Background: an optimization exercise with open tools, aiming at small area, a short achievable clock period and few clock cycles per item. Do not read the settings as production practice.
The RTL was checked by simulation tests, not by an equivalence proof against the original design.
Power figures rest on the tool's default switching activity, not on a simulated workload.

===== run.sh =====
#!/bin/bash
# synth_recipe.tcl (not shown) runs the flow's synth.tcl, then flattens the netlist and writes it again
# the make line also repeats each setting of config.mk as NAME=value (left out here)
make -C /OpenROAD-flow-scripts/flow DESIGN_CONFIG=/design/flow/config.mk WORK_HOME=/design/flow/orfs CLKGATE_MAP_FILE= SYNTH_SCRIPT=/design/flow/synth_recipe.tcl finish

===== config.mk =====
export PLATFORM = sky130hd
export DESIGN_NAME = three_class_priority_queue_scheduler
export DESIGN_NICKNAME = three_class_priority_queue_scheduler
export VERILOG_FILES = /design/flow/design.v
export SDC_FILE = /design/flow/constraint.sdc
export NUM_CORES = 4
export LEC_CHECK = 0
export CAP_MARGIN = 20
export CORE_MARGIN = 2
export CORE_UTILIZATION = 70
export CTS_BUF_LIST = sky130_fd_sc_hd__clkbuf_16
export CTS_CLUSTER_DIAMETER = 110
export CTS_CLUSTER_SIZE = 25
export PLACE_DENSITY = 0.8
export SETUP_SLACK_MARGIN = 4.0
export SLEW_MARGIN = 20
export TNS_END_PERCENT = 5

===== constraint.sdc =====
create_clock -name core_clock -period 6.5 [get_ports {clk}]
set_input_delay 1.3000 -clock core_clock [delete_from_list [all_inputs] [get_ports {clk}]]
set_output_delay 1.3000 -clock core_clock [all_outputs]
set_load 0.01 [all_outputs]

===== design.v =====
`timescale 1ns / 1ps
package tcpqs_pkg;
    localparam int NUM_CLASSES = 3;
    localparam int ID_W        = 37;
    localparam int TOTAL_W     = 16;
    localparam int UPR_W       = 4;
    localparam int ITEM_W      = 40;
    localparam logic [0:0] REQ_ENQUEUE = 1'b0;
    localparam logic [0:0] REQ_SERVE   = 1'b1;
    localparam logic [1:0] CLASS_EMERGENCY = 2'd0;
    localparam logic [1:0] CLASS_URGENT    = 2'd1;
    localparam logic [1:0] CLASS_REGULAR   = 2'd2;
    localparam logic [1:0] CLASS_INVALID   = 2'd3;
    localparam logic [2:0] STATUS_ENQUEUED = 3'd0;
    localparam logic [2:0] STATUS_SERVED   = 3'd1;
    localparam logic [2:0] STATUS_EMPTY    = 3'd2;
    localparam logic [2:0] STATUS_FULL     = 3'd3;
    localparam logic [2:0] STATUS_INVALID  = 3'd4;
    localparam logic [TOTAL_W-1:0] COUNT_MAX = 16'hFFFF;
    localparam logic [UPR_W-1:0]   UPR_RESET = 4'd3;
endpackage
`timescale 1ns / 1ps
module tcpqs_ctrl
(
    input  logic                          clk,
    input  logic                          rst_n,
    input  logic                          in_valid,
    output logic                          in_ready,
    input  logic [tcpqs_pkg::ITEM_W-1:0]  in_item,
    input  logic                          fire,
    output logic                          stg_valid,
    output logic [tcpqs_pkg::ITEM_W-1:0]  stg_item
);
    logic                          skid_valid;
    logic [tcpqs_pkg::ITEM_W-1:0]  skid_item;
    logic                          accept;
    logic                          stg_open;
    logic                          in_ready_reg;
    assign in_ready = in_ready_reg;
    assign accept   = in_valid && in_ready_reg;
    assign stg_open = fire || !stg_valid;
    always_ff @(posedge clk)
    begin
        if (stg_open)
        begin
            stg_item <= skid_valid ? skid_item : in_item;
        end
        if (!stg_open && !skid_valid)
        begin
            skid_item <= in_item;
        end
    end
    always_ff @(posedge clk or negedge rst_n)
    begin
        if (!rst_n)
        begin
            stg_valid    <= 1'b0;
            skid_valid   <= 1'b0;
            in_ready_reg <= 1'b0;
        end
        else
        begin
            if (stg_open)
            begin
                stg_valid  <= skid_valid || accept;
                skid_valid <= 1'b0;
            end
            else if (accept)
            begin
                skid_valid <= 1'b1;
            end
            in_ready_reg <= stg_open || !(skid_valid || accept);
        end
    end
endmodule
`timescale 1ns / 1ps
module tcpqs_dp #(
    parameter int QUEUE_DEPTH = 16
)
(
    input  logic                            clk,
    input  logic                            rst_n,
    input  logic                            exec,
    input  logic [tcpqs_pkg::ITEM_W-1:0]    stg_item,
    input  logic                            cfg_wr_en,
    input  logic [tcpqs_pkg::UPR_W-1:0]     cfg_wr_data,
    output logic [89:0]                     out_item
);
    localparam int NC    = tcpqs_pkg::NUM_CLASSES;
    localparam int TW    = tcpqs_pkg::TOTAL_W;
    localparam int IW    = tcpqs_pkg::ID_W;
    localparam int UW    = tcpqs_pkg::UPR_W;
    localparam int QD    = QUEUE_DEPTH;
    logic [IW-1:0]            slot [NC][QD];
    logic [NC-1:0][QD-1:0]    head_sel;    
    logic [NC-1:0]            empty;
    logic [NC-1:0]            full;
    logic [NC-1:0][TW-1:0]    total;
    logic [UW-1:0]            streak;
    logic [UW-1:0]            ratio;
    logic                     streak_low;  
    logic [NC-1:0]            serve_pick;  
    logic [2:0]               res_status;
    logic [1:0]               res_class;
    logic [IW-1:0]            res_id;
    logic [NC-1:0][QD-1:0]    head_sel_n;
    logic [NC-1:0]            empty_n;
    logic [NC-1:0]            full_n;
    logic [NC-1:0][TW-1:0]    total_n;
    logic [UW-1:0]            streak_n;
    logic [UW-1:0]            ratio_n;
    logic                     streak_low_n;
    logic [NC-1:0]            serve_pick_n;
    logic                     upd_low;
    logic                     hold_low;
    logic [NC-1:0]            upd_pick;
    logic [NC-1:0]            hold_pick;
    logic                     req_serve;
    logic [1:0]               cls;
    logic [IW-1:0]            id;
    logic [NC-1:0]            enq;       
    logic [NC-1:0]            shift;     
    logic [NC-1:0]            deq;       
    logic [NC-1:0][IW-1:0]    head;
    logic [NC-1:0]            last_one;  
    logic [NC-1:0]            one_free;  
    logic [2:0]               status_n;
    logic [1:0]               class_n;
    logic [IW-1:0]            id_n;
    assign req_serve = stg_item[39];
    assign cls       = stg_item[38:37];
    assign id        = stg_item[IW-1:0];
    always_comb
    begin
        for (int c = 0; c < NC; c++)
        begin
            enq[c]  = !req_serve && (cls == 2'(c)) && !full[c];
            deq[c]  = req_serve && serve_pick[c];
            shift[c] = exec && enq[c];
            head[c]  = '0;
            for (int i = 0; i < QD; i++)
            begin
                head[c] = head[c] | ({IW{head_sel[c][i]}} & slot[c][i]);
            end
            last_one[c] = head_sel[c][0];
            one_free[c] = head_sel[c][QD-2] && !empty[c];    
        end
    end
    always_comb
    begin
        if (req_serve)
        begin
            status_n = (|serve_pick) ? tcpqs_pkg::STATUS_SERVED : tcpqs_pkg::STATUS_EMPTY;
        end
        else if (cls == tcpqs_pkg::CLASS_INVALID)
        begin
            status_n = tcpqs_pkg::STATUS_INVALID;
        end
        else if (full[cls])
        begin
            status_n = tcpqs_pkg::STATUS_FULL;
        end
        else
        begin
            status_n = tcpqs_pkg::STATUS_ENQUEUED;
        end
        class_n = {deq[2], deq[1]};
        id_n    = ({IW{deq[0]}} & head[0]) | ({IW{deq[1]}} & head[1])
                | ({IW{deq[2]}} & head[2]);
    end
    always_comb
    begin
        head_sel_n = head_sel;
        empty_n  = empty;
        full_n   = full;
        total_n  = total;
        streak_n = streak;
        for (int c = 0; c < NC; c++)
        begin
            if (enq[c])
            begin
                if (!empty[c])
                begin
                    head_sel_n[c] = head_sel[c] << 1;
                end
                empty_n[c] = 1'b0;
                full_n[c]  = one_free[c];
            end
            if (deq[c])
            begin
                if (!last_one[c])
                begin
                    head_sel_n[c] = head_sel[c] >> 1;
                end
                full_n[c]  = 1'b0;
                empty_n[c] = last_one[c];
                if (total[c] != tcpqs_pkg::COUNT_MAX)
                begin
                    total_n[c] = total[c] + TW'(1);
                end
            end
        end
        if (deq[1])
        begin
            if (streak_low)
            begin
                streak_n = streak + UW'(1);
            end
        end
        else if (deq[2])
        begin
            streak_n = '0;
        end
        ratio_n = cfg_wr_en ? cfg_wr_data : ratio;
        upd_low     = streak_n < ratio_n;
        upd_pick[0] = !empty_n[0];
        upd_pick[1] = empty_n[0] && !empty_n[1] && (upd_low || empty_n[2]);
        upd_pick[2] = empty_n[0] && !empty_n[2] && (empty_n[1] || !upd_low);
        hold_low     = streak < ratio_n;
        hold_pick[0] = !empty[0];
        hold_pick[1] = empty[0] && !empty[1] && (hold_low || empty[2]);
        hold_pick[2] = empty[0] && !empty[2] && (empty[1] || !hold_low);
        streak_low_n = exec ? upd_low : hold_low;
        serve_pick_n = exec ? upd_pick : hold_pick;
    end
    always_ff @(posedge clk)
    begin
        for (int c = 0; c < NC; c++)
        begin
            if (shift[c])
            begin
                slot[c][0] <= id;
                for (int i = 1; i < QD; i++)
                begin
                    slot[c][i] <= slot[c][i-1];
                end
            end
        end
    end
    always_ff @(posedge clk or negedge rst_n)
    begin
        if (!rst_n)
        begin
            res_status <= tcpqs_pkg::STATUS_ENQUEUED;
            res_class  <= tcpqs_pkg::CLASS_EMERGENCY;
            res_id     <= '0;
        end
        else if (exec)
        begin
            res_status <= status_n;
            res_class  <= class_n;
            res_id     <= id_n;
        end
    end
    always_ff @(posedge clk or negedge rst_n)
    begin
        if (!rst_n)
        begin
            for (int c = 0; c < NC; c++)
            begin
                head_sel[c] <= QD'(1);
            end
            empty      <= '1;
            full       <= '0;
            total      <= '0;
            streak     <= '0;
            ratio      <= tcpqs_pkg::UPR_RESET;
            streak_low <= 1'b1;
            serve_pick <= '0;
        end
        else
        begin
            if (exec)
            begin
                head_sel <= head_sel_n;
                empty  <= empty_n;
                full   <= full_n;
                total  <= total_n;
                streak <= streak_n;
            end
            ratio      <= ratio_n;
            streak_low <= streak_low_n;
            serve_pick <= serve_pick_n;
        end
    end
    assign out_item = {res_status, res_class, res_id, total[0], total[1], total[2]};
endmodule
`timescale 1ns / 1ps
module three_class_priority_queue_scheduler #(
    parameter int QUEUE_DEPTH = 16
)
(
    input  logic                          clk,
    input  logic                          rst_n,
    input  logic                          in_valid,
    output logic                          in_ready,
    input  logic [39:0]                   in_item,
    output logic                          out_valid,
    input  logic                          out_ready,
    output logic [89:0]                   out_item,
    input  logic                          cfg_wr_en,
    input  logic [tcpqs_pkg::UPR_W-1:0]   cfg_wr_data
);
    logic        stg_valid;
    logic [39:0] stg_item;
    logic        fire;
    logic        out_valid_reg;     
    logic        out_empty;         
    assign fire      = stg_valid && (out_empty || out_ready);
    assign out_valid = out_valid_reg;
    always_ff @(posedge clk or negedge rst_n)
    begin
        if (!rst_n)
        begin
            out_valid_reg <= 1'b0;
            out_empty     <= 1'b1;
        end
        else if (fire)
        begin
            out_valid_reg <= 1'b1;
            out_empty     <= 1'b0;
        end
        else if (out_ready)
        begin
            out_valid_reg <= 1'b0;
            out_empty     <= 1'b1;
        end
    end
    tcpqs_ctrl u_ctrl
    (
        .clk       (clk),
        .rst_n     (rst_n),
        .in_valid  (in_valid),
        .in_ready  (in_ready),
        .in_item   (in_item),
        .fire      (fire),
        .stg_valid (stg_valid),
        .stg_item  (stg_item)
    );
    tcpqs_dp #(
        .QUEUE_DEPTH (QUEUE_DEPTH)
    ) u_dp
    (
        .clk         (clk),
        .rst_n       (rst_n),
        .exec        (fire),
        .stg_item    (stg_item),
        .cfg_wr_en   (cfg_wr_en),
        .cfg_wr_data (cfg_wr_data),
        .out_item    (out_item)
    );
endmodule

==> summary.md, run 1 <==
| Metric | Value |
|---|---|
| Hold Path Class | `reg2reg` |
| DIE AREA | `between 100000 and 150000 sq um` |
| Largest Register | `u_dp.slot` |
| Achievable clock frequency | `374 MHz` |
| NetSw | `approximately 9.4 mW` |
| Critical Path, Cell by Cell | `buf_6` |
| Place WS | `2.35 ns` |
| Synth Instances | `3903` |
| CP arrival | `1.37 ns` |
| Number of global-route vias before repair | `slightly below 40k` |
| Core Region | `103000 sq um` |
| Final hold violation count | `0` |
| Status | `complete, no violations` |
| Most area-consuming cells after synthesis | `edfxtp_1 (76%), dfrtp_1 (5.2%), a22o_1 (4.3%)` |
| Min Hold Slack | `0.437 ns` |
| Distinct cells, synth | `58` |
| 1st-iter DRT viols | `between 7k and 8k` |
| Setup Crit Path Kind | `reg2out` |
| GR Util All Layers | `a little over a third` |
| Biggest regs | `u_dp.slot x1776, u_dp.head_sel x48, u_dp.total x48` |
| Predominant post-synthesis flop cell | `edfxtp_1` |
| Clock slew at reported path FFs | `0.10 ns` |
| Dpl cell area | `75900 sq um` |
| Antenna-violating nets left | `0` |
| Std-Cell Rows | `between 100 and 150` |
| Worst-margin pin slew | `0.931 ns` |
| Power per cell area | `367 nW/um^2` |
| TritonCTS clock tree | `yes` |
| Unrepaired setup endpoints after global routing | `true` |
| Synth-to-Final Area Change | `9.43%` |
| Syn Nets | `around 4.0k` |
| TritonRoute pass-1 iters | `8` |
| Max cap viols | `0` |
| Fin crit period | `2.67 ns` |
| Clk Latency, worst-skew pair | `0.72 ns` |
| Max_slew headroom | `38.0%` |
| Critical path startpoint category | `flop` |
| TritonCTS Buffers | `90` |
| Yosys warns | `4` |
| Die height | `327 um` |
| Post-synthesis area per instance | `18.7 sq um` |
| Crit-path slowest cell | `dfrtp_2` |
| CTS H-tree lvls | `3` |
| NumNets Final | `roughly 4.1k` |
| Top-area cell type share of the netlist area | `between 70% and 80%` |
| FF+latch count, synth | `2017` |
| First-pass GRT wire length | `about 270000 um` |
| Clk_skew | `0.0342 ns` |
| Final Wtd Congestion | `0.881` |
| Crit path largest cell delay | `0.50 ns` |
| Root buffer cell | `clkbuf_16` |
| Worst setup EP type | `output port` |
| Seq/Total Area, Yosys | `between 80% and 90%` |
| Part of the power in the clock network | `22.1%` |
| Tcrit/Tclk final | `between 40 and 50%` |
| Die Wd | `approximately 330 um` |
| Int Pwr | `19.9 mW` |
| Async S/R FF share, synth | `7.98%` |
| Routed Wire Length | `193000 um` |
| Max Slew Vio Count | `0` |
| Pin count of the biggest net entering global routing | `105` |
| Share of layout cells above drive strength 1 | `12.3%` |
| Sw Share | `32.0%` |
| HPWL Detailed | `108000 um` |
| Routed vias/inst | `7.66` |
| Static leakage | `26.0 nW` |
| Clk sink count | `2017` |
| # port buffers | `between 100 and 150` |
| WL per Instance | `around 35 um` |
| I/O pin count | `between 100 and 150` |
| Number of DRC violations after detailed routing | `0` |
| Post-synth top area cell | `edfxtp_1` |
| Vias | `~42k` |
| CP top delay family | `flip-flops` |
| Maximum root-to-sink buffer count | `3` |
| Grt total ovfl | `0` |
| Buf+Inv Stages, Crit Path | `1` |
| Most instantiated cells after synthesis | `edfxtp_1 (1856), a22o_1 (358), a221oi_1 (351)` |
| Total Power | `29.3 mW` |
| EDFF count, synth | `1856` |
| Worst endpoint required time | `5.20 ns` |
| Combinational power share | `22.1%` |
| Synthesized area | `72900 sq um` |
| Max FO, Critical Path | `2` |
| Initial Util | `70.5%` |
| Most common cell in the netlist | `edfxtp_1` |
| Final worst setup slack | `3.83 ns` |
| VDD IR max | `between 0.2 and 0.3 mV` |
| Initial antenna violation count | `16` |
| Core Util, Final | `77.1%` |
| Sequential share of power | `55.8%` |
| Largest register FFs | `around 1.8k` |
| Setup-failing EPs final | `0` |
| Post-route cell area | `approximately 80000 sq um` |
what timing repair did:
action	4_1_cts	5_1_grt
endpoints found under the setup margin	2027	1711
gates resized for setup	392	44
pin swaps	9	7
cloned	14	8
buffers inserted	68	7
hold buffers	0	0
metrics by stage:
stage	setup TNS, ns	std cells
after global placement	0	5260
after detailed placement	0	5260
after floorplan	-7860.42	3903
after CTS	0	5510
final	0	5541
after global routing	0	5528
final cells by class:
class | count | area [sq um]
Sequential cell | 2017 | 59900
Fill cell | 5277 | 23700
Multi-Input combinational cell | 1639 | 12400
Timing Repair Buffer | 305 | 3110
Clock buffer | 93 | 2330
Tap cell | 1380 | 1730
Clock inverter | 75 | 297
Inverter | 16 | 60.1
Antenna cell | 16 | 40.0
worst paths after layout:
path	endpoint	startpoint	cells past startpoint	slack, ns
worst min register to register	u_dp.slot[14][30]$_DFFE_PP_	u_dp.slot[13][30]$_DFFE_PP_	0	0.44
worst max-delay path	out_item[87]	u_dp.res_status[0]$_DFFE_PN0P_	1	3.83
max in group asynchronous	u_dp.head_sel[12]$_DFFE_PN0P_	rst_n	2	4.65
min in group asynchronous	u_dp.total[3]$_DFFE_PN0P_	rst_n	1	0.58
worst min-delay path	u_dp.slot[14][30]$_DFFE_PP_	u_dp.slot[13][30]$_DFFE_PP_	0	0.44
worst max register to register	u_dp.res_id[19]$_DFFE_PN0P_	u_dp.head_sel[26]$_DFFE_PN0P_	6	3.86
power by group through the flow:
stage               sequential [mW]  combinational (mW)  clock [mW]
finish                         16.3                6.47        6.47
global route                   16.3                6.69        6.85
CTS                            16.3                6.11        6.46
detailed placement             16.6                5.99           0
global placement               16.5                5.91           0
floorplan                      16.0                3.55           0
kinds of logic (layout without fill, tap and decap cells):
kind of cell / Yosys count / after routing / share of synthesized area [%]
AND/OR/NAND/NOR: 452 / 457 / 3.18
buffers and inverters: 253 / 489 / 1.33
flip-flops: 2017 / 2017 / 82.0
AO/OA/AOI/OAI: 1076 / 1077 / 12.0
multiplexers: 51 / 51 / 0.779
other: 0 / 16 / 0
adder cells (fa/ha/maj): 10 / 10 / 0.172
XOR/XNOR: 44 / 44 / 0.528
cells in the final DEF, fill, tap and decap left out, drive strengths merged, types with 10 or more instances in the layout:
master,synthesis,layout
nand3,80,80
nand2,148,148
clkdlybuf4s50,0,45
inv,16,91
nor3,12,12
mux2,46,46
nor2,46,51
diode,0,16
ha,10,10
clkbuf,185,105
xnor2,27,27
clkdlybuf4s15,0,24
xor2,17,17
dfstp,10,10
a21oi,17,17
a22o,358,358
a22oi,258,258
nand4,126,126
edfxtp,1856,1856
dfrtp,151,151
o21ai,63,64
buf,52,219
a221oi,351,351
layer usage:
layer  GRT usage [%]  wire (um)
met4            18.5      11100
met3            10.9      30800
met1            50.1      66200
met5               0        112
met2            51.0      85300
Testbench counts, summed over its fixed seeds: cycles 16,016, items 16,000.
==> run 2: changes to the inputs <==
--- a/config.mk
+++ b/config.mk
@@ -14,3 +14,3 @@
 export PLACE_DENSITY = 0.8
-export SETUP_SLACK_MARGIN = 4.0
+export SETUP_SLACK_MARGIN = 4.4
 export SLEW_MARGIN = 20
==> summary.md, run 2 <==
| Metric | Value |
|---|---|
| Status | `complete, no violations` |
| Top-area cell type share of the netlist area | `76.4% (unchanged)` |
| 1st-iter DRT viols | `9363 (+21%)` |
| Dpl cell area | `75900 sq um (unchanged)` |
| Max Slew Vio Count | `0 (unchanged)` |
| Clk Latency, worst-skew pair | `0.73 ns (about the same)` |
| Buf+Inv Stages, Crit Path | `1 (unchanged)` |
| Worst setup EP type | `flop` |
| DIE AREA | `107000 sq um (unchanged)` |
| Most instantiated cells after synthesis | `edfxtp_1 (1856), a22o_1 (358), a221oi_1 (351)` |
| Final Wtd Congestion | `0.881 (unchanged)` |
| FF+latch count, synth | `2017 (unchanged)` |
| CP arrival | `3.43 ns (+2.06 ns)` |
| Std-Cell Rows | `118 (unchanged)` |
| HPWL Detailed | `108000 um (unchanged)` |
| Yosys warns | `4 (unchanged)` |
| Crit path largest cell delay | `0.75 ns (+0.25 ns)` |
| Seq/Total Area, Yosys | `82.0% (unchanged)` |
| Die height | `327 um (unchanged)` |
| Critical path startpoint category | `flop` |
| Number of DRC violations after detailed routing | `0 (unchanged)` |
| Post-CTS Hold Buffers | `0 (unchanged)` |
| Crit-path slowest cell | `nand4_1` |
| Distinct cells, synth | `58 (unchanged)` |
| EDFF count, synth | `1856 (unchanged)` |
| Post-synth top area cell | `edfxtp_1` |
| Async S/R FF share, synth | `7.98% (unchanged)` |
| Final worst setup slack | `3.64 ns (-0.188 ns)` |
| Clk_skew | `0.0422 ns (+0.00803 ns)` |
| First-pass GRT wire length | `283000 um (+4.0%)` |
| Synth Instances | `3903 (unchanged)` |
| Power per cell area | `374 nW/um^2 (+2.0%)` |
| Clk sink count | `2017 (unchanged)` |
| Core Util, Final | `79.8% (+2.7 points)` |
| Most area-consuming cells after synthesis | `edfxtp_1 (76%), dfrtp_1 (5.2%), a22o_1 (4.3%)` |
| Critical Path, Cell by Cell | `buf_6 -> a22o_1 -> a221oi_1 -> nand4_1 -> a22oi_1 -> nand3_1` |
| Hold Path Class | `reg2reg` |
| Most common cell in the netlist | `edfxtp_1` |
| I/O pin count | `141 (unchanged)` |
| Worst endpoint required time | `7.07 ns (+1.87 ns)` |
| Number of global-route vias before repair | `41.1k (+3.5%)` |
| Post-route cell area | `82600 sq um (+3.5%)` |
| Largest Register | `u_dp.slot` |
| Total Power | `30.9 mW (+5.5%)` |
| Post-synthesis area per instance | `18.7 sq um (unchanged)` |
| VDD IR max | `0.263 mV (-3.8%)` |
| Largest register FFs | `1776 (unchanged)` |
| Synthesized area | `72900 sq um (unchanged)` |
| Routed Wire Length | `214000 um (+11%)` |
| TritonCTS clock tree | `yes` |
| Initial antenna violation count | `24 (+8)` |
| Setup-failing EPs final | `0 (unchanged)` |
| Share of layout cells above drive strength 1 | `17.2% (+4.9 points)` |
| Commonest non-fill, non-tap cell in the layout | `edfxtp_1` |
| Syn Nets | `3962 (unchanged)` |
| Max cap viols | `0 (unchanged)` |
| Worst-margin pin slew | `1.02 ns (+0.0937 ns)` |
| # port buffers | `140 (unchanged)` |
| Maximum root-to-sink buffer count | `3 (unchanged)` |
| CTS H-tree lvls | `3 (unchanged)` |
| Pin count of the biggest net entering global routing | `105 (unchanged)` |
| Setup_tns | `0 ns (unchanged)` |
| WL per Instance | `37.5 um (+7.2%)` |
| Core Region | `103000 sq um (unchanged)` |
| Final hold violation count | `0 (unchanged)` |
| Finished Layout Cells | `5717 (+3.2%)` |
| Placed Cells | `5260 (unchanged)` |
| Biggest regs | `u_dp.slot x1776, u_dp.head_sel x48, u_dp.total x48` |
| Setup Crit Path Kind | `reg2reg` |
| Clock slew at reported path FFs | `0.10 ns (about the same)` |
| Min Hold Slack | `0.451 ns (+0.0136 ns)` |
| Unrepaired setup endpoints after global routing | `true` |
| Max FO, Critical Path | `40 (+38)` |
| Routed vias/inst | `7.91 (+3.2%)` |
| Filler cells | `4708 (-11%)` |
| Grt total ovfl | `0 (unchanged)` |
| Die Wd | `327 um (unchanged)` |
| Multi-input combinational cell area | `12700 sq um (+2.5%)` |
| Max_slew headroom | `31.6% (-6.3 points)` |
| Fin crit period | `2.86 ns (+0.188 ns)` |
| TritonCTS Buffers | `90 (unchanged)` |
| Vias | `45.2k (+6.5%)` |
| Synth-to-Final Area Change | `13.2%` |
| Most frequent cells in the layout | `edfxtp_1 (1856), a22o_1 (356), a221oi_1 (325), a22oi_1 (251), buf_4 (193)` |
| Tcrit/Tclk final | `44.0% (+2.9 points)` |
| Place WS | `2.35 ns (unchanged)` |
| CP top delay family | `compound AO/OA/AOI/OAI gates` |
| Achievable clock frequency | `349 MHz (-6.6%)` |
| Initial Util | `70.5% (unchanged)` |
| Static leakage | `27.4 nW (+5.2%)` |
| TritonRoute pass-1 iters | `7 (-1)` |
| Register area | `59900 sq um (about the same)` |
| GR Util All Layers | `37.1% (+1.5 points)` |
| Predominant post-synthesis flop cell | `edfxtp_1` |
| NumNets Final | `4297 (+4.1%)` |
| Root buffer cell | `clkbuf_16` |
| Antenna-violating nets left | `0 (unchanged)` |
-- run 2: cell counts after synthesis --
No cell type changed its count.
-- run 2: worst paths after layout --
| kind | startpoint | to | slack, ns | depth (start not counted) |
|---|---|---|---|---|
| hold / removal | u_dp.slot[18][5]$_DFFE_PP_ | u_dp.slot[19][5]$_DFFE_PP_ | 0.45 | 0 |
| hold reg to reg | u_dp.slot[18][5]$_DFFE_PP_ | u_dp.slot[19][5]$_DFFE_PP_ | 0.45 | 0 |
| max in group asynchronous | rst_n | u_dp.head_sel[15]$_DFFE_PN0P_ | 4.61 | 2 |
| setup / recovery | u_dp.head_sel[19]$_DFFE_PN0P_ | u_dp.res_id[18]$_DFFE_PN0P_ | 3.64 | 6 |
| min in group asynchronous | rst_n | u_dp.total[3]$_DFFE_PN0P_ | 0.59 | 1 |
| setup reg to reg | u_dp.head_sel[19]$_DFFE_PN0P_ | u_dp.res_id[18]$_DFFE_PN0P_ | 3.64 | 6 |
-- run 2: what timing repair did --
item,4_1_cts,5_1_grt
buffers inserted,129,89
endpoints found under the setup margin,2102,2029
resized for setup,482,205
cloned,35,13
pin swaps,20,32
-- run 2: cell families after synthesis --
group | count (synthesis) | synth area share [%]
compound gates | 1076 | 12.0
xor+xnor | 44 | 0.528
fa+ha+maj | 10 | 0.172
buf+inv | 253 | 1.33
flops | 2017 | 82.0
mux | 51 | 0.779
simple gates | 452 | 3.18
-- run 2: cell type report --
cell class / instances / area share [%]
Antenna cell: 23 / 0.0697
Clock buffer: 93 / 2.82
Inverter: 16 / 0.0727
Sequential cell: 2017 / 72.6
Clock inverter: 75 / 0.359
Tap cell: 1380 / 2.09
Timing Repair Buffer: 472 / 6.64
Multi-Input combinational cell: 1641 / 15.4
-- run 2: routing by layer --
metal | wire length (um) | part of all wire [%] | track usage [%]
met5 | 191 | 0.089 | 0
met4 | 15900 | 7.4 | 20.8
met3 | 36900 | 17 | 11.9
met2 | 92100 | 43 | 53.2
met1 | 69100 | 32 | 51.2
-- run 2: worst register-to-register path: stages, from the launching register on --
cell and delay [ns]:
dfrtp_2 0.42, buf_6 0.28, a22o_1 0.33, a221oi_1 0.36, nand4_1 0.75, a22oi_1 0.41
nand3_1 0.17
-- run 2: where the power goes --
part           switching [mW]  internal (mW)  total [mW]
registers               0.968           15.2        16.1
clock network            3.93           2.63        6.56
logic                    5.28           2.92        8.20
total                    10.2           20.7        30.9
==> run 3: changes to the inputs <==
--- a/config.mk
+++ b/config.mk
@@ -14,4 +14,4 @@
 export PLACE_DENSITY = 0.8
-export SETUP_SLACK_MARGIN = 4.4
+export SETUP_SLACK_MARGIN = 4.0
 export SLEW_MARGIN = 20
-export TNS_END_PERCENT = 5
+export TNS_END_PERCENT = 0
==> summary.md, run 3 <==
| Metric | Value |
|---|---|
| DIE AREA | `107000 sq um (unchanged)` |
| Worst-margin pin slew | `0.918 ns (-0.106 ns)` |
| Max_slew headroom | `38.8% (+7.1 points)` |
| Tcrit/Tclk final | `41.0% (-3.0 points)` |
| TritonRoute pass-1 iters | `6 (-1)` |
| Pin count of the biggest net entering global routing | `105 (unchanged)` |
| Distinct cells, synth | `58 (unchanged)` |
| Status | `complete, no violations` |
| Post-synthesis area per instance | `18.7 sq um (unchanged)` |
| CP arrival | `3.04 ns (-0.39 ns)` |
| Min Hold Slack | `0.438 ns (-0.0126 ns)` |
| VDD IR max | `0.269 mV (+2.4%)` |
| Commonest non-fill, non-tap cell in the layout | `edfxtp_1` |
| Achievable clock frequency | `375 MHz (+7.3%)` |
| FF+latch count, synth | `2017 (unchanged)` |
| Max cap viols | `0 (unchanged)` |
| Clk_skew | `0.0331 ns (-0.00907 ns)` |
| Number of DRC violations after detailed routing | `0 (unchanged)` |
| Top-area cell type share of the netlist area | `76.4% (unchanged)` |
| Initial antenna violation count | `18 (-25%)` |
| WHS Endpoint | `u_dp.slot[19][30]$_DFFE_PP_` |
| Combinational power share | `21.7% (-4.8 points)` |
| Initial Util | `70.5% (unchanged)` |
| NumNets Final | `4121 (-4.1%)` |
| Filler cells | `5323 (+13%)` |
| Crit path launch | `u_ctrl.stg_item[39]$_DFFE_PN_` |
| Max Slew Vio Count | `0 (unchanged)` |
| Power per cell area | `366 nW/um^2 (-2.2%)` |
| Synth-to-Final Area Change | `9.19%` |
| Most common cell in the netlist | `edfxtp_1` |
| Routed Wire Length | `192000 um (-10%)` |
| Int Pwr | `19.8 mW (-4.2%)` |
| Syn Nets | `3962 (unchanged)` |
| HPWL Detailed | `108000 um (unchanged)` |
| Std-Cell Rows | `118 (unchanged)` |
| TritonCTS Buffers | `90 (unchanged)` |
| CTS H-tree lvls | `3 (unchanged)` |
| TritonCTS clock tree | `yes` |
| Most area-consuming cells after synthesis | `edfxtp_1 (76%), dfrtp_1 (5.2%), a22o_1 (4.3%)` |
| Post-route cell area | `79600 sq um (-3.6%)` |
| Number of global-route vias before repair | `39.7k (-3.5%)` |
| Core Region | `103000 sq um (unchanged)` |
| Critical path startpoint category | `flop` |
| Share of layout cells above drive strength 1 | `12.1% (-5.2 points)` |
| I/O pin count | `141 (unchanged)` |
| EDFF count, synth | `1856 (unchanged)` |
| Antenna-violating nets left | `0 (unchanged)` |
| Final hold violation count | `0 (unchanged)` |
| Die Wd | `327 um (unchanged)` |
| Clk sink count | `2017 (unchanged)` |
| Worst endpoint required time | `6.87 ns (-0.20 ns)` |
| R2r endpoint | `u_dp.slot[30][32]$_DFFE_PP_` |
| Final Wtd Congestion | `0.881 (unchanged)` |
| # port buffers | `140 (unchanged)` |
| NetSw | `9.31 mW (-8.5%)` |
| Unrepaired setup endpoints after global routing | `true` |
| Post-CTS Hold Buffers | `0 (unchanged)` |
| Seq/Total Area, Yosys | `82.0% (unchanged)` |
| Post-synth top area cell | `edfxtp_1` |
| FF-to-FF setup slack | `3.83 ns (+0.19 ns)` |
| Largest register FFs | `1776 (unchanged)` |
| Most instantiated cells after synthesis | `edfxtp_1 (1856), a22o_1 (358), a221oi_1 (351)` |
| GR Util All Layers | `35.5% (-1.6 points)` |
| Root buffer cell | `clkbuf_16` |
| Vias | `42.3k (-6.5%)` |
| WHS Path Cells | `0 (unchanged)` |
| Setup Crit Path Kind | `reg2reg` |
| Async S/R FF share, synth | `7.98% (unchanged)` |
| Synthesized area | `72900 sq um (unchanged)` |
| Clock slew at reported path FFs | `0.09 ns (about the same)` |
| Hold path startpoint | `u_dp.slot[18][30]$_DFFE_PP_` |
| Maximum root-to-sink buffer count | `3 (unchanged)` |
| First-pass GRT wire length | `272000 um (-3.8%)` |
| Static leakage | `25.9 nW (-5.2%)` |
| Worst r2r path cells | `5 (-1)` |
| Reg-to-Reg Start | `u_ctrl.stg_item[39]$_DFFE_PN_` |
| Worst setup EP type | `flop` |
| Largest Register | `u_dp.slot` |
| 1st-iter DRT viols | `7699 (-18%)` |
| Max FO, Critical Path | `81 (+100%)` |
| Fin crit period | `2.67 ns (-0.195 ns)` |
| Clk Latency, worst-skew pair | `0.71 ns (-0.02 ns)` |
| Dpl cell area | `75900 sq um (unchanged)` |
| Sw Share | `31.9% (-1.0 points)` |
| WL per Instance | `34.8 um (-7.2%)` |
| Sequential share of power | `56.1% (+3.9 points)` |
| Most frequent cells in the layout | `edfxtp_1 (1856), a22o_1 (358), a221oi_1 (351), a22oi_1 (257), nand2_1 (147)` |
| Grt total ovfl | `0 (unchanged)` |
| Biggest regs | `u_dp.slot x1776, u_dp.head_sel x48, u_dp.total x48` |
| Die height | `327 um (unchanged)` |
| Synth Instances | `3903 (unchanged)` |
| Setup-failing EPs final | `0 (unchanged)` |
| Part of the power in the clock network | `22.1% (+0.9 points)` |
| Routed vias/inst | `7.64 (-3.4%)` |
| Yosys warns | `4 (unchanged)` |
| Core Util, Final | `76.9% (-2.8 points)` |
| Hold Path Class | `reg2reg` |
| Predominant post-synthesis flop cell | `edfxtp_1` |
run 3: cell count changes in the layout (fill, tap and decap cells not counted), sizes merged:
cell | previous run | this run
buf | 390 | 213
bufbuf | 10 | 4
clkbuf | 120 | 103
clkdlybuf4s15 | 0 | 25
clkdlybuf4s50 | 43 | 45
diode | 23 | 17
dlygate4sd2 | 0 | 1
dlymetal6s2s | 2 | 0
nor2 | 53 | 51
run 3: cell families after synthesis:
family	after synthesis	synth area share [%]
XOR/XNOR	44	0.528
buffers and inverters	253	1.33
AND/OR/NAND/NOR	452	3.18
flip-flops	2017	82.0
AO/OA/AOI/OAI	1076	12.0
multiplexers	51	0.779
adder cells (fa/ha/maj)	10	0.172
run 3: worst max-delay path, stage by stage, from the launching register on:
cell and delay [ns]:
edfxtp_1 0.54, buf_4 0.26, or4b_1 0.68, nor2_4 0.16
buf_12 0.24, buf_16 0.35
run 3: final cells by class:
| cell class | count | area, sq um | area share, % |
|---|---|---|---|
| antenna | 17 | 42.5 | 0.0534 |
| clock buffer | 93 | 2330 | 2.92 |
| clock inverter | 75 | 297 | 0.372 |
| inverter | 16 | 60.1 | 0.0754 |
| multi-input combinational | 1639 | 12400 | 15.5 |
| sequential | 2017 | 59900 | 75.2 |
| tap | 1380 | 1730 | 2.17 |
| timing repair buffer | 298 | 2950 | 3.71 |
run 3: power by group through the flow:
stage	Sequential (mW)	Combinational [mW]	Clock (mW)
global placement	16.5	5.91	0
finish	16.4	6.33	6.45
global route	16.4	6.56	6.85
floorplan	16.0	3.55	0
detailed placement	16.6	5.99	0
CTS	16.3	6.11	6.46
run 3: worst max-delay path by stage:
stage / end / cells past startpoint
global placement: u_dp.slot[13][35]$_DFFE_PP_ / 4
floorplan: u_dp.slot[32][0]$_DFFE_PP_ / 5
detailed placement: u_dp.slot[12][35]$_DFFE_PP_ / 4
CTS: out_item[87] / 1
finish: u_dp.slot[30][32]$_DFFE_PP_ / 5
global route: out_item[87] / 1
run 3: what timing repair did:
action | in CTS | in global routing
buffers inserted | 68 | 1
gates cloned | 14 | 7
pin swaps | 9 | 4
endpoints found under the setup margin | 2027 | 1783
resized for setup | 388 | 23
run 3: routing by layer:
metal | GRT usage, % | vias up | share of wire (%)
li1 | - | 16700 | -
met1 | 50.0 | 21100 | 34
met2 | 51.2 | 3926 | 44
met3 | 11.1 | 491 | 16
met4 | 17.9 | 28 | 5.6
met5 | 0 | - | 0.099
run 3: stage by stage:
step,setup TNS [ns],power (mW),instances,setup WS [ns]
CTS,0,28.8,5510,3.83
floorplan,-7860.42,19.5,3903,-4.43
global placement,0,22.4,5260,2.42
detailed placement,0,22.5,5260,2.35
finish,0,29.1,5535,3.83
global route,0,29.8,5521,3.81
==> run 4: changes to the inputs <==
--- a/config.mk
+++ b/config.mk
@@ -16,2 +16 @@
 export SLEW_MARGIN = 20
-export TNS_END_PERCENT = 0
==> summary.md, run 4 <==
| Metric | Value |
|---|---|
| Synth Instances | `3903 (unchanged)` |
| Routed vias/inst | `7.64 (about the same)` |
| Post-route cell area | `80600 sq um (+1.2%)` |
| I/O pin count | `141 (unchanged)` |
| Max cap viols | `0 (unchanged)` |
| Clk sink count | `2017 (unchanged)` |
| EDFF count, synth | `1856 (unchanged)` |
| Syn Nets | `3962 (unchanged)` |
| 1st-iter DRT viols | `8034 (+4.4%)` |
| Tcrit/Tclk final | `41.3% (+0.23 points)` |
| Min Hold Slack | `0.437 ns (-0.000571 ns)` |
| Buf+Inv Stages, Crit Path | `1 (-2)` |
| NumNets Final | `4168 (+1.1%)` |
| Clk Latency, worst-skew pair | `0.72 ns (about the same)` |
| Critical path startpoint category | `flop` |
| Static leakage | `26.4 nW (+1.6%)` |
| Fin crit period | `2.68 ns (+0.0153 ns)` |
| Achievable clock frequency | `373 MHz (-0.57%)` |
| Commonest non-fill, non-tap cell in the layout | `edfxtp_1` |
| Clock slew at reported path FFs | `0.10 ns (about the same)` |
| Unrepaired setup endpoints after global routing | `true` |
| Root buffer cell | `clkbuf_16` |
| Biggest regs | `u_dp.slot x1776, u_dp.head_sel x48, u_dp.total x48` |
| Top-area cell type share of the netlist area | `76.4% (unchanged)` |
| Max_slew headroom | `32.8% (-6.0 points)` |
| Most common cell in the netlist | `edfxtp_1` |
| Most instantiated cells after synthesis | `edfxtp_1 (1856), a22o_1 (358), a221oi_1 (351)` |
| Initial antenna violation count | `19 (+1)` |
| # port buffers | `140 (unchanged)` |
| Core Region | `103000 sq um (unchanged)` |
| Die Wd | `327 um (unchanged)` |
| Seq/Total Area, Yosys | `82.0% (unchanged)` |
| GR Util All Layers | `36.1% (+0.57 points)` |
| Status | `complete, no violations` |
| Max FO, Critical Path | `2 (-98%)` |
| Crit path largest cell delay | `0.51 ns (-0.17 ns)` |
| Register area | `59900 sq um (about the same)` |
| Largest Register | `u_dp.slot` |
| Routed Wire Length | `195000 um (+1.5%)` |
| Post-synth top area cell | `edfxtp_1` |
| Placed Cells | `5260 (unchanged)` |
| CP arrival | `1.38 ns (-1.66 ns)` |
| Number of global-route vias before repair | `40.3k (+1.5%)` |
| VDD IR max | `0.264 mV (-1.7%)` |
| Final hold violation count | `0 (unchanged)` |
| Most frequent cells in the layout | `edfxtp_1 (1856), a22o_1 (358), a221oi_1 (351), a22oi_1 (249), nand2_1 (147)` |
| Synth-to-Final Area Change | `10.5%` |
| CP top delay family | `flip-flops` |
| HPWL Detailed | `108000 um (unchanged)` |
| Core Util, Final | `77.9% (+0.93 points)` |
| DIE AREA | `107000 sq um (unchanged)` |
| Maximum root-to-sink buffer count | `3 (unchanged)` |
| Setup Crit Path Kind | `reg2out` |
| FF+latch count, synth | `2017 (unchanged)` |
| Predominant post-synthesis flop cell | `edfxtp_1` |
| CTS H-tree lvls | `3 (unchanged)` |
| Worst-margin pin slew | `1.01 ns (+0.0885 ns)` |
| Number of DRC violations after detailed routing | `0 (unchanged)` |
| Worst setup EP type | `output port` |
| Multi-input combinational cell area | `12500 sq um (+0.85%)` |
| Distinct cells, synth | `58 (unchanged)` |
| Async S/R FF share, synth | `7.98% (unchanged)` |
| Dpl cell area | `75900 sq um (unchanged)` |
| Pin count of the biggest net entering global routing | `82 (-22%)` |
| Crit-path slowest cell | `dfrtp_2` |
| Largest register FFs | `1776 (unchanged)` |
| Clk_skew | `0.0367 ns (+0.00356 ns)` |
| Vias | `42.7k (+0.94%)` |
| Initial Util | `70.5% (unchanged)` |
| TritonCTS clock tree | `yes` |
| Filler cells | `5146 (-3.3%)` |
| Yosys warns | `4 (unchanged)` |
| Final Wtd Congestion | `0.881 (unchanged)` |
| Worst endpoint required time | `5.20 ns (-1.67 ns)` |
| Finished Layout Cells | `5583 (+0.87%)` |
| Final worst setup slack | `3.82 ns (-0.0153 ns)` |
| Antenna-violating nets left | `0 (unchanged)` |
| Most area-consuming cells after synthesis | `edfxtp_1 (76%), dfrtp_1 (5.2%), a22o_1 (4.3%)` |
| Place WS | `2.35 ns (unchanged)` |
| Post-CTS Hold Buffers | `0 (unchanged)` |
| Power per cell area | `367 nW/um^2 (+0.20%)` |
| First-pass GRT wire length | `275000 um (+1.4%)` |
| TritonCTS Buffers | `90 (unchanged)` |
| Synthesized area | `72900 sq um (unchanged)` |
| Critical Path, Cell by Cell | `buf_6` |
| Grt total ovfl | `0 (unchanged)` |
| Share of layout cells above drive strength 1 | `14.0% (+1.9 points)` |
| Hold Path Class | `reg2reg` |
| Post-synthesis area per instance | `18.7 sq um (unchanged)` |
| TritonRoute pass-1 iters | `8 (+2)` |
| Setup-failing EPs final | `0 (unchanged)` |
| Std-Cell Rows | `118 (unchanged)` |
| Max Slew Vio Count | `0 (unchanged)` |
| Die height | `327 um (unchanged)` |
| WL per Instance | `35.0 um (+0.67%)` |
[run 4: changes by cell type in the layout (fill, tap and decap cells not counted), sizes merged]
cell           delta
buf              +77
bufbuf            -2
dlygate4sd2       -1
clkbuf            -3
clkdlybuf4s15    -24
diode             +1
[run 4: through the flow]
step / setup TNS [ns] / power (mW)
finish: 0 / 29.6
global route: 0 / 30.2
CTS: 0 / 29.0
detailed placement: 0 / 22.5
global placement: 0 / 22.4
floorplan: -7860.42 / 19.5
[run 4: final cells by class]
cell class,instances,area share (%)
Sequential cell,2017,74.3
Multi-Input combinational cell,1639,15.5
Timing Repair Buffer,345,4.68
Clock buffer,93,2.89
Tap cell,1380,2.14
Clock inverter,75,0.368
Inverter,16,0.0745
Antenna cell,18,0.0559
[run 4: cells by family (layout without fill, tap and decap cells)]
| family | count (synthesis) | count (layout) | synth area share, % |
|---|---|---|---|
| adders and majority gates | 10 | 10 | 0.172 |
| AOI/OAI and AO/OA | 1076 | 1077 | 12.0 |
| muxes | 51 | 51 | 0.779 |
| other | 0 | 18 | 0 |
| xor gates and xnor gates | 44 | 44 | 0.528 |
| DFF | 2017 | 2017 | 82.0 |
| buffers and inverters | 253 | 529 | 1.33 |
| and+or+nand+nor | 452 | 457 | 3.18 |
[run 4: per-layer routing]
layer / track usage (%) / wire length, um
met5: 0.311 / 143
met4: 19.8 / 11200
met3: 11.0 / 31200
met2: 51.4 / 85700
met1: 50.8 / 67100
[run 4: power breakdown]
part / internal (mW) / leakage [nW] / switching, mW / total, mW
Combinational: 2.33 / 6.02 / 4.45 / 6.78
Sequential: 15.1 / 18.8 / 1.16 / 16.3
Clock: 2.63 / 1.54 / 3.85 / 6.47
[run 4: what timing repair did]
action,in CTS,in global routing
pin swaps,16,26
endpoints found under the setup margin,2027,770
gates resized for setup,508,86
endpoints found under the hold margin,0,0
buffers inserted,76,32
gates cloned,23,6
[run 4: path summary, 6_finish.rpt]
path                                                     start                            to  slack [ns]  cells after the start
worst min-delay path               u_dp.slot[26][30]$_DFFE_PP_   u_dp.slot[27][30]$_DFFE_PP_        0.44                      0
worst max register to register   u_dp.head_sel[30]$_DFFE_PN0P_   u_dp.res_id[14]$_DFFE_PN0P_        3.87                      6
min in group asynchronous                                rst_n    u_dp.total[38]$_DFFE_PN0P_        0.59                      1
worst min register to register     u_dp.slot[26][30]$_DFFE_PP_   u_dp.slot[27][30]$_DFFE_PP_        0.44                      0
max in group asynchronous                                rst_n  u_dp.head_sel[5]$_DFFE_PN0P_        4.62                      2
worst max-delay path            u_dp.res_status[0]$_DFFE_PN0P_                  out_item[87]        3.82                      1
==> run 5: changes to the inputs <==
--- a/design.v
+++ b/design.v
@@ -181,6 +181,3 @@
             begin
-                if (!empty[c])
-                begin
-                    head_sel_n[c] = head_sel[c] << 1;
-                end
+                head_sel_n[c] = empty[c] ? QD'(1) : head_sel[c] << 1;
                 empty_n[c] = 1'b0;
@@ -190,6 +187,3 @@
             begin
-                if (!last_one[c])
-                begin
-                    head_sel_n[c] = head_sel[c] >> 1;
-                end
+                head_sel_n[c] = head_sel[c] >> 1;
                 full_n[c]  = 1'b0;
@@ -227,2 +221,9 @@
     begin
+        if (exec)
+        begin
+            head_sel <= head_sel_n;
+        end
+    end
+    always_ff @(posedge clk)
+    begin
         for (int c = 0; c < NC; c++)
@@ -258,6 +259,2 @@
         begin
-            for (int c = 0; c < NC; c++)
-            begin
-                head_sel[c] <= QD'(1);
-            end
             empty      <= '1;
@@ -274,3 +271,2 @@
             begin
-                head_sel <= head_sel_n;
                 empty  <= empty_n;
--- a/config.mk
+++ b/config.mk
@@ -16 +16,2 @@
 export SLEW_MARGIN = 20
+export TNS_END_PERCENT = 5
==> summary.md, run 5 <==
| Metric | Value |
|---|---|
| Status | `complete, no violations` |
| Part of the power in the clock network | `25.1% (+3.2 points)` |
| Synthesized area | `73100 sq um (+0.27%)` |
| R2r endpoint | `u_dp.slot[21][24]$_DFFE_PP_` |
| Predominant post-synthesis flop cell | `edfxtp_1` |
| Number of DRC violations after detailed routing | `0 (unchanged)` |
| Total Power | `25.5 mW (-14%)` |
| Critical Path, Cell by Cell | `buf_2` |
| Final Wtd Congestion | `0.868 (-1.5%)` |
| Filler cells | `5327 (+3.5%)` |
| CTS H-tree lvls | `3 (unchanged)` |
| Maximum root-to-sink buffer count | `3 (unchanged)` |
| Post-synth top area cell | `edfxtp_1` |
| Static leakage | `26.0 nW (-1.3%)` |
| Int Pwr | `18.9 mW (-6.0%)` |
| Fin crit period | `2.66 ns (-0.0188 ns)` |
| Sequential share of power | `62.4% (+7.2 points)` |
| Die height | `327 um (+0.13%)` |
| Initial Util | `70.6% (+0.19 points)` |
| Grt total ovfl | `0 (unchanged)` |
| TritonCTS clock tree | `yes` |
| Crit-path slowest cell | `dfrtp_2` |
| Clk_skew | `0.0272 ns (-0.00949 ns)` |
| Sw Share | `26.1% (-5.9 points)` |
| Buf+Inv Stages, Crit Path | `1 (unchanged)` |
| FF-to-FF setup slack | `3.92 ns (+0.05 ns)` |
| Worst endpoint required time | `5.20 ns (about the same)` |
| Top-area cell type share of the netlist area | `78.2% (+1.8 points)` |
| Synth Instances | `3829 (-1.9%)` |
| Seq/Total Area, Yosys | `82.1% (+0.10 points)` |
| Last element of the critical path | `out_item[58]` |
| Setup Crit Path Kind | `reg2out` |
| # port buffers | `140 (unchanged)` |
| Critical path startpoint category | `flop` |
| CP top delay family | `flip-flops` |
| Stages on worst setup path | `1 (unchanged)` |
| FF+latch count, synth | `2017 (unchanged)` |
| HPWL Detailed | `104000 um (-3.4%)` |
| Max Slew Vio Count | `0 (unchanged)` |
| Hold Path Class | `reg2reg` |
| Share of layout cells above drive strength 1 | `11.5% (-2.5 points)` |
| Number of global-route vias before repair | `39.5k (-1.9%)` |
| Yosys warns | `4 (unchanged)` |
| Max FO, Critical Path | `2 (unchanged)` |
| TritonCTS Buffers | `90 (unchanged)` |
| CP arrival | `1.36 ns (-0.02 ns)` |
| Core Util, Final | `76.8% (-1.1 points)` |
| 1st-iter DRT viols | `7322 (-8.9%)` |
| Most frequent cells in the layout | `edfxtp_1 (1904), a22o_1 (446), a221oi_1 (441), nand2_1 (160), buf_4 (138)` |
| Crit path launch | `u_dp.res_id[10]$_DFFE_PN0P_` |
| Final hold violation count | `0 (unchanged)` |
| Initial antenna violation count | `7 (-12)` |
| Tcrit/Tclk final | `41.0% (-0.29 points)` |
| Combinational power share | `12.5% (-10 points)` |
| Max_slew headroom | `39.7% (+6.9 points)` |
| Most instantiated cells after synthesis | `edfxtp_1 (1904), a22o_1 (446), a221oi_1 (441)` |
| Worst-margin pin slew | `0.904 ns (-0.103 ns)` |
| Max cap viols | `0 (unchanged)` |
| NumNets Final | `4058 (-2.6%)` |
| Achievable clock frequency | `375 MHz (+0.71%)` |
| WL per Instance | `33.6 um (-4.0%)` |
| Antenna-violating nets left | `0 (unchanged)` |
| Routed vias/inst | `7.57 (-0.99%)` |
| Most common cell in the netlist | `edfxtp_1` |
| NetSw | `6.66 mW (-30%)` |
| Power per cell area | `321 nW/um^2 (-12%)` |
| Core Region | `103000 sq um (unchanged)` |
| Clk Latency, worst-skew pair | `0.72 ns (about the same)` |
| Final worst setup slack | `3.84 ns (+0.0188 ns)` |
| Synth-to-Final Area Change | `8.72%` |
| Vias | `41.3k (-3.2%)` |
| EDFF count, synth | `1904 (+2.6%)` |
| Biggest regs | `u_dp.slot x1776, u_dp.head_sel x48, u_dp.total x48` |
| Async S/R FF share, synth | `5.60% (-2.4 points)` |
| Reg-to-Reg Start | `u_ctrl.stg_item[39]$_DFFE_PN_` |
| Die Wd | `327 um (+0.13%)` |
| Worst r2r path cells | `5 (-1)` |
| Distinct cells, synth | `59 (+1.7%)` |
| Setup_tns | `0 ns (unchanged)` |
| Most area-consuming cells after synthesis | `edfxtp_1 (78%), a22o_1 (5.3%), a221oi_1 (5.3%)` |
| TritonRoute pass-1 iters | `6 (-2)` |
| Unrepaired setup endpoints after global routing | `true` |
| Worst setup EP type | `output port` |
| Clock slew at reported path FFs | `0.10 ns (about the same)` |
| Commonest non-fill, non-tap cell in the layout | `edfxtp_1` |
| GR Util All Layers | `33.8% (-2.2 points)` |
| Clk sink count | `2017 (unchanged)` |
| Setup-failing EPs final | `0 (unchanged)` |
| I/O pin count | `141 (unchanged)` |
| Crit path largest cell delay | `0.48 ns (-0.03 ns)` |
| Syn Nets | `3888 (-1.9%)` |
| Root buffer cell | `clkbuf_16` |
| First-pass GRT wire length | `262000 um (-4.8%)` |
| Place WS | `2.18 ns (-0.171 ns)` |
| VDD IR max | `0.246 mV (-6.9%)` |
| Std-Cell Rows | `118 (unchanged)` |
| Largest register FFs | `1776 (unchanged)` |
| Routed Wire Length | `183000 um (-6.1%)` |
| DIE AREA | `107000 sq um (+0.27%)` |
| Placed Cells | `5194 (-1.3%)` |
| Pin count of the biggest net entering global routing | `116 (+41%)` |
| Post-synthesis area per instance | `19.1 sq um (+2.2%)` |
| Finished Layout Cells | `5460 (-2.2%)` |
| Largest Register | `u_dp.slot` |
[run 5: cell types whose count changed in the layout (fill, tap and decap cells not counted), sizes merged, moves of 45 or more]
| cell | previous run | this run |
|---|---|---|
| a221oi | 351 | 441 |
| edfxtp | 1856 | 1904 |
| nand3 | 80 | 26 |
| buf | 290 | 203 |
| dfrtp | 151 | 106 |
| a22oi | 258 | 80 |
| a22o | 358 | 446 |
[run 5: kinds of logic (layout without fill, tap and decap cells)]
group	Yosys count	after routing	share of synthesized area (%)
xor gates and xnor gates	41	41	0.491
other	0	6	0
DFF	2017	2017	82.1
muxes	52	52	0.794
adders and majority gates	10	10	0.171
buffers and inverters	247	485	1.30
and+or+nand+nor	435	441	3.19
AOI/OAI and AO/OA	1027	1028	12.0
[run 5: worst min path at each step]
stage               slack [ns]                          end                   startpoint  cells after the start
finish                    0.44  u_dp.slot[14][20]$_DFFE_PP_  u_dp.slot[13][20]$_DFFE_PP_                      0
global route              0.46   u_dp.slot[6][32]$_DFFE_PP_   u_dp.slot[5][32]$_DFFE_PP_                      0
CTS                       0.44   u_dp.slot[9][31]$_DFFE_PP_   u_dp.slot[8][31]$_DFFE_PP_                      0
detailed placement        0.43  u_dp.slot[33][26]$_DFFE_PP_  u_dp.slot[32][26]$_DFFE_PP_                      0
global placement          0.43   u_dp.slot[27][5]$_DFFE_PP_   u_dp.slot[26][5]$_DFFE_PP_                      0
floorplan                 0.43  u_dp.slot[19][35]$_DFFE_PP_  u_dp.slot[18][35]$_DFFE_PP_                      0
[run 5: power by group through the flow]
stage / logic, mW / clock network [mW] / registers [mW]
floorplan: 1.82 / 0 / 16.0
global placement: 2.96 / 0 / 16.2
detailed placement: 3.05 / 0 / 16.2
CTS: 3.12 / 6.44 / 15.9
global route: 3.38 / 6.82 / 16.0
finish: 3.20 / 6.41 / 15.9
[run 5: routing by layer]
metal  global-route usage (%)  part of all wire (%)  vias to the layer above
met5                        0                 0.015                        -
met1                     48.8                    36                    20900
met3                     7.87                    13                      442
li1                         -                     -                    16600
met4                     16.2                   5.7                        4
met2                     50.0                    45                     3478
[run 5: layout make-up]
| class | instances | area, sq um | area share, % |
|---|---|---|---|
| Clock inverter | 75 | 304 | 0.382 |
| Sequential cell | 2017 | 60000 | 75.5 |
| Tap cell | 1380 | 1730 | 2.17 |
| Timing Repair Buffer | 308 | 2720 | 3.42 |
| Clock buffer | 92 | 2300 | 2.90 |
| Antenna cell | 6 | 15.0 | 0.0189 |
| Inverter | 10 | 37.5 | 0.0472 |
| Multi-Input combinational cell | 1572 | 12300 | 15.5 |
[run 5: timing repair]
action / in CTS / in global routing
buffers inserted: 70 / 10
gates cloned: 11 / 2
hold buffers: 0 / 0
gates resized for setup: 297 / 78
setup endpoints to repair: 2010 / 1668
pin swaps: 6 / 1
[run 5: per-stage QoR]
stage / hold slack [ns] / instance area, sq um
after floorplan: 0.426 / 73200
after global placement: 0.428 / 76200
after detailed placement: 0.433 / 76200
after CTS: 0.443 / 79500
after global routing: 0.457 / 79500
final: 0.445 / 79500
Testbench counts of run 5, summed over its fixed seeds: cycles 16,016, items 16,000.
==> run 6: changes to the inputs <==
--- a/config.mk
+++ b/config.mk
@@ -13,2 +13,3 @@
 export CTS_CLUSTER_SIZE = 25
+export GPL_TIMING_DRIVEN = 0
 export PLACE_DENSITY = 0.8
==> summary.md, run 6 <==
| Metric | Value |
|---|---|
| Status | `complete, no violations` |
| Worst endpoint required time | `7.09 ns (+1.89 ns)` |
| Last element of the critical path | `u_dp.res_id[25]$_DFFE_PN0P_` |
| Synth Instances | `3829 (unchanged)` |
| Largest register FFs | `1776 (unchanged)` |
| Top-area cell type share of the netlist area | `78.2% (unchanged)` |
| Min Hold Slack | `0.435 ns (-0.00965 ns)` |
| NumNets Final | `4356 (+7.3%)` |
| Max FO, Critical Path | `10 (+8)` |
| WL per Instance | `39.0 um (+16%)` |
| Most area-consuming cells after synthesis | `edfxtp_1 (78%), a22o_1 (5.3%), a221oi_1 (5.3%)` |
| I/O pin count | `141 (unchanged)` |
| Initial Util | `70.6% (unchanged)` |
| Number of DRC violations after detailed routing | `0 (unchanged)` |
| Synth-to-Final Area Change | `13.9%` |
| Die height | `327 um (unchanged)` |
| Clk sink count | `2017 (unchanged)` |
| Most common cell in the netlist | `edfxtp_1` |
| Number of global-route vias before repair | `42.6k (+7.8%)` |
| GR Util All Layers | `41.1% (+7.3 points)` |
| Setup-failing EPs final | `0 (unchanged)` |
| CTS H-tree lvls | `3 (unchanged)` |
| Final Wtd Congestion | `0.936 (+7.9%)` |
| Max Slew Vio Count | `0 (unchanged)` |
| Predominant post-synthesis flop cell | `edfxtp_1` |
| Clk_skew | `0.0379 ns (+0.0107 ns)` |
| Dpl cell area | `78000 sq um (+2.4%)` |
| Filler cells | `4778 (-10%)` |
| Final hold violation count | `0 (unchanged)` |
| Die Wd | `327 um (unchanged)` |
| Setup Crit Path Kind | `reg2reg` |
| Power per cell area | `320 nW/um^2 (-0.54%)` |
| Register area | `60000 sq um (about the same)` |
| Root buffer cell | `clkbuf_16` |
| Max cap viols | `0 (unchanged)` |
| Reg-to-Reg Start | `u_dp.head_sel[38]$_DFFE_PP_` |
| Routed Wire Length | `225000 um (+22%)` |
| Post-synthesis area per instance | `19.1 sq um (unchanged)` |
| Pin count of the biggest net entering global routing | `63 (-46%)` |
| Setup_tns | `0 ns (unchanged)` |
| Clk Latency, worst-skew pair | `0.74 ns (+0.02 ns)` |
| Share of layout cells above drive strength 1 | `15.3% (+3.8 points)` |
| Routed vias/inst | `7.94 (+4.9%)` |
| Seq/Total Area, Yosys | `82.1% (unchanged)` |
| Post-route cell area | `83300 sq um (+4.8%)` |
| TritonCTS Buffers | `90 (unchanged)` |
| Synthesized area | `73100 sq um (unchanged)` |
| Post-CTS Hold Buffers | `0 (unchanged)` |
| Tcrit/Tclk final | `43.0% (+2.0 points)` |
| Final worst setup slack | `3.71 ns (-0.131 ns)` |
| Maximum root-to-sink buffer count | `3 (unchanged)` |
| Critical path startpoint category | `flop` |
| Place WS | `1.37 ns (-0.811 ns)` |
| TritonRoute pass-1 iters | `7 (+1)` |
| Vias | `45.7k (+11%)` |
| Fin crit period | `2.79 ns (+0.131 ns)` |
| Crit path launch | `u_dp.head_sel[38]$_DFFE_PP_` |
| Grt total ovfl | `0 (unchanged)` |
| Commonest non-fill, non-tap cell in the layout | `edfxtp_1` |
| Unrepaired setup endpoints after global routing | `true` |
| VDD IR max | `0.300 mV (+22%)` |
| 1st-iter DRT viols | `9616 (+31%)` |
| Initial antenna violation count | `28 (+21)` |
| Achievable clock frequency | `358 MHz (-4.7%)` |
| Core Region | `103000 sq um (unchanged)` |
| Finished Layout Cells | `5762 (+5.5%)` |
| Met1 usage | `54.9% (+6.1 points)` |
| Worst r2r path cells | `6 (+1)` |
| Multi-input combinational cell area | `12400 sq um (+0.46%)` |
| Biggest regs | `u_dp.slot x1776, u_dp.head_sel x48, u_dp.total x48` |
| HPWL Detailed | `138000 um (+33%)` |
| Syn Nets | `3888 (unchanged)` |
| Hold Path Class | `reg2reg` |
| DIE AREA | `107000 sq um (unchanged)` |
| Largest Register | `u_dp.slot` |
| # port buffers | `140 (unchanged)` |
| FF+latch count, synth | `2017 (unchanged)` |
| Worst-margin pin slew | `1.33 ns (+0.425 ns)` |
| Post-synth top area cell | `edfxtp_1` |
| Placed Cells | `5423 (+4.4%)` |
| Yosys warns | `4 (unchanged)` |
| Clock slew at reported path FFs | `0.10 ns (about the same)` |
| TritonCTS clock tree | `yes` |
| R2r endpoint | `u_dp.res_id[25]$_DFFE_PN0P_` |
| Routing usage on met2 | `58.1% (+8.1 points)` |
| Distinct cells, synth | `59 (unchanged)` |
| Std-Cell Rows | `118 (unchanged)` |
| Most frequent cells in the layout | `edfxtp_1 (1904), a22o_1 (445), a221oi_1 (436), nand2_1 (160), buf_4 (134)` |
| Antenna-violating nets left | `0 (unchanged)` |
| First-pass GRT wire length | `306000 um (+17%)` |
| Most instantiated cells after synthesis | `edfxtp_1 (1904), a22o_1 (446), a221oi_1 (441)` |
| Async S/R FF share, synth | `5.60% (unchanged)` |
| Static leakage | `27.7 nW (+6.6%)` |
| CP arrival | `3.39 ns (+2.03 ns)` |
| EDFF count, synth | `1904 (unchanged)` |
| Grt met3 use | `15.9% (+8.1 points)` |
| Most used routing layer | `met2` |
| Worst setup EP type | `flop` |
| Max_slew headroom | `11.4% (-28 points)` |
| FF-to-FF setup slack | `3.71 ns (-0.21 ns)` |
==> run 6: cell count changes in the layout (fill, tap and decap cells not counted), moves of 15 or more <==
cell             change
clkbuf_2            +40
diode_2             +15
clkdlybuf4s15_1     +56
buf_16              +47
clkbuf_4            +17
buf_2               +33
clkbuf_1            +52
buf_12              +17
bufbuf_16           +18
==> run 6: where the power goes <==
part           internal [mW]  leakage [nW]  total, mW  switching (mW)
Combinational           1.53          7.57       4.17            2.64
Clock                   2.57          1.46       6.50            3.92
Sequential              15.1          18.7       16.0           0.824
Total                   19.2          27.7       26.6            7.39
==> run 6: final cells by class <==
type / instances / share of cell area [%]
clock buffer: 91 / 2.73
clock inverter: 65 / 0.317
antenna: 21 / 0.0631
timing repair buffer: 375 / 6.25
multi-input combinational: 1566 / 14.9
inverter: 10 / 0.0451
buffer: 237 / 1.53
sequential: 2017 / 72.1
tap: 1380 / 2.07
==> run 6: timing repair <==
item / 4_1_cts / 5_1_grt
resized for setup: 387 / 399
endpoints found under the setup margin: 1989 / 753
pin swaps: 11 / 30
cloned: 29 / 5
buffers inserted: 99 / 27
==> run 6: how the worst min path moves through the flow <==
stage | from | endpoint | cells after the start
final | u_dp.slot[42][25]$_DFFE_PP_ | u_dp.slot[43][25]$_DFFE_PP_ | 0
after global routing | u_dp.slot[42][25]$_DFFE_PP_ | u_dp.slot[43][25]$_DFFE_PP_ | 0
after CTS | u_dp.slot[42][25]$_DFFE_PP_ | u_dp.slot[43][25]$_DFFE_PP_ | 0
after detailed placement | u_dp.slot[21][26]$_DFFE_PP_ | u_dp.slot[22][26]$_DFFE_PP_ | 0
after global placement | u_dp.slot[16][22]$_DFFE_PP_ | u_dp.slot[17][22]$_DFFE_PP_ | 0
after floorplan | u_dp.slot[18][35]$_DFFE_PP_ | u_dp.slot[19][35]$_DFFE_PP_ | 0
==> run 6: metal layers <==
layer	vias to the layer above	routed length, um
met5	-	430
li1	17200	-
met3	934	39800
met1	22300	72100
met4	32	16200
met2	5204	96200
==> run 6: logic make-up (layout without fill, tap and decap cells) <==
| group | Yosys count | count (layout) | share of synthesized area [%] |
|---|---|---|---|
| AO/OA/AOI/OAI | 1027 | 1027 | 12.0 |
| XOR/XNOR | 41 | 41 | 0.491 |
| adder cells (fa/ha/maj) | 10 | 10 | 0.171 |
| buffers and inverters | 247 | 778 | 1.30 |
| flip-flops | 2017 | 2017 | 82.1 |
| multiplexers | 52 | 52 | 0.794 |
| other | 0 | 21 | 0 |
| AND/OR/NAND/NOR | 435 | 436 | 3.19 |
==> run 6: stage by stage <==
stage,power (mW),util (%)
after floorplan,17.8,-
after global routing,27.0,80.4
after global placement,19.7,73.7
final,26.6,80.5
after CTS,26.1,79.7
after detailed placement,19.8,75.4
==> run 6: worst max-delay path, stage by stage, from the launching register on <==
cell and delay, ns:
edfxtp_1 0.42, clkbuf_2 0.35, clkdlybuf4s15_2 0.53, a221oi_1 0.40, nand4_1 0.50, a22oi_1 0.35, nand2_1 0.09

[static timing again, ports no longer ideal]
Ports are ideal in the flow. The routed layouts listed here were re-timed in OpenROAD.
Step 1 sets driving cells, clkbuf_16 on the clock port and buf_2 on the other inputs (assumed; they add their load-dependent delay and slew).
Step 2, shift: input delay + t, output delay - t, t = (earliest + latest rising clock arrival at the registers) / 2. This alone moves slack from input paths to output paths.
Three values: no drivers, after step 1, after step 2; two values: the first two.
run | t (ns) | setup WS [ns] | slew at the worst register clock pin (ns) | cell pins on the clock port's net
run 1 | 0.778 | 3.826 / 3.751 / 3.267 | 0.10 / 0.10 | 1
run 2 | 0.783 | 3.639 / 3.639 / 3.183 | 0.11 / 0.11 | 1
run 3 | 0.774 | 3.833 / 3.763 / 3.090 | 0.10 / 0.10 | 1
run 4 | 0.780 | 3.818 / 3.744 / 3.156 | 0.11 / 0.11 | 1
run 5 | 0.774 | 3.837 / 3.763 / 3.253 | 0.10 / 0.10 | 1
run 6 | 0.801 | 3.706 / 3.677 / 3.030 | 0.11 / 0.11 | 1
After both steps every run listed still meets setup and hold. For run 3, which loses most, drivers alone change the setup slack by -0.070 ns; drivers and shift together by -0.743 ns.
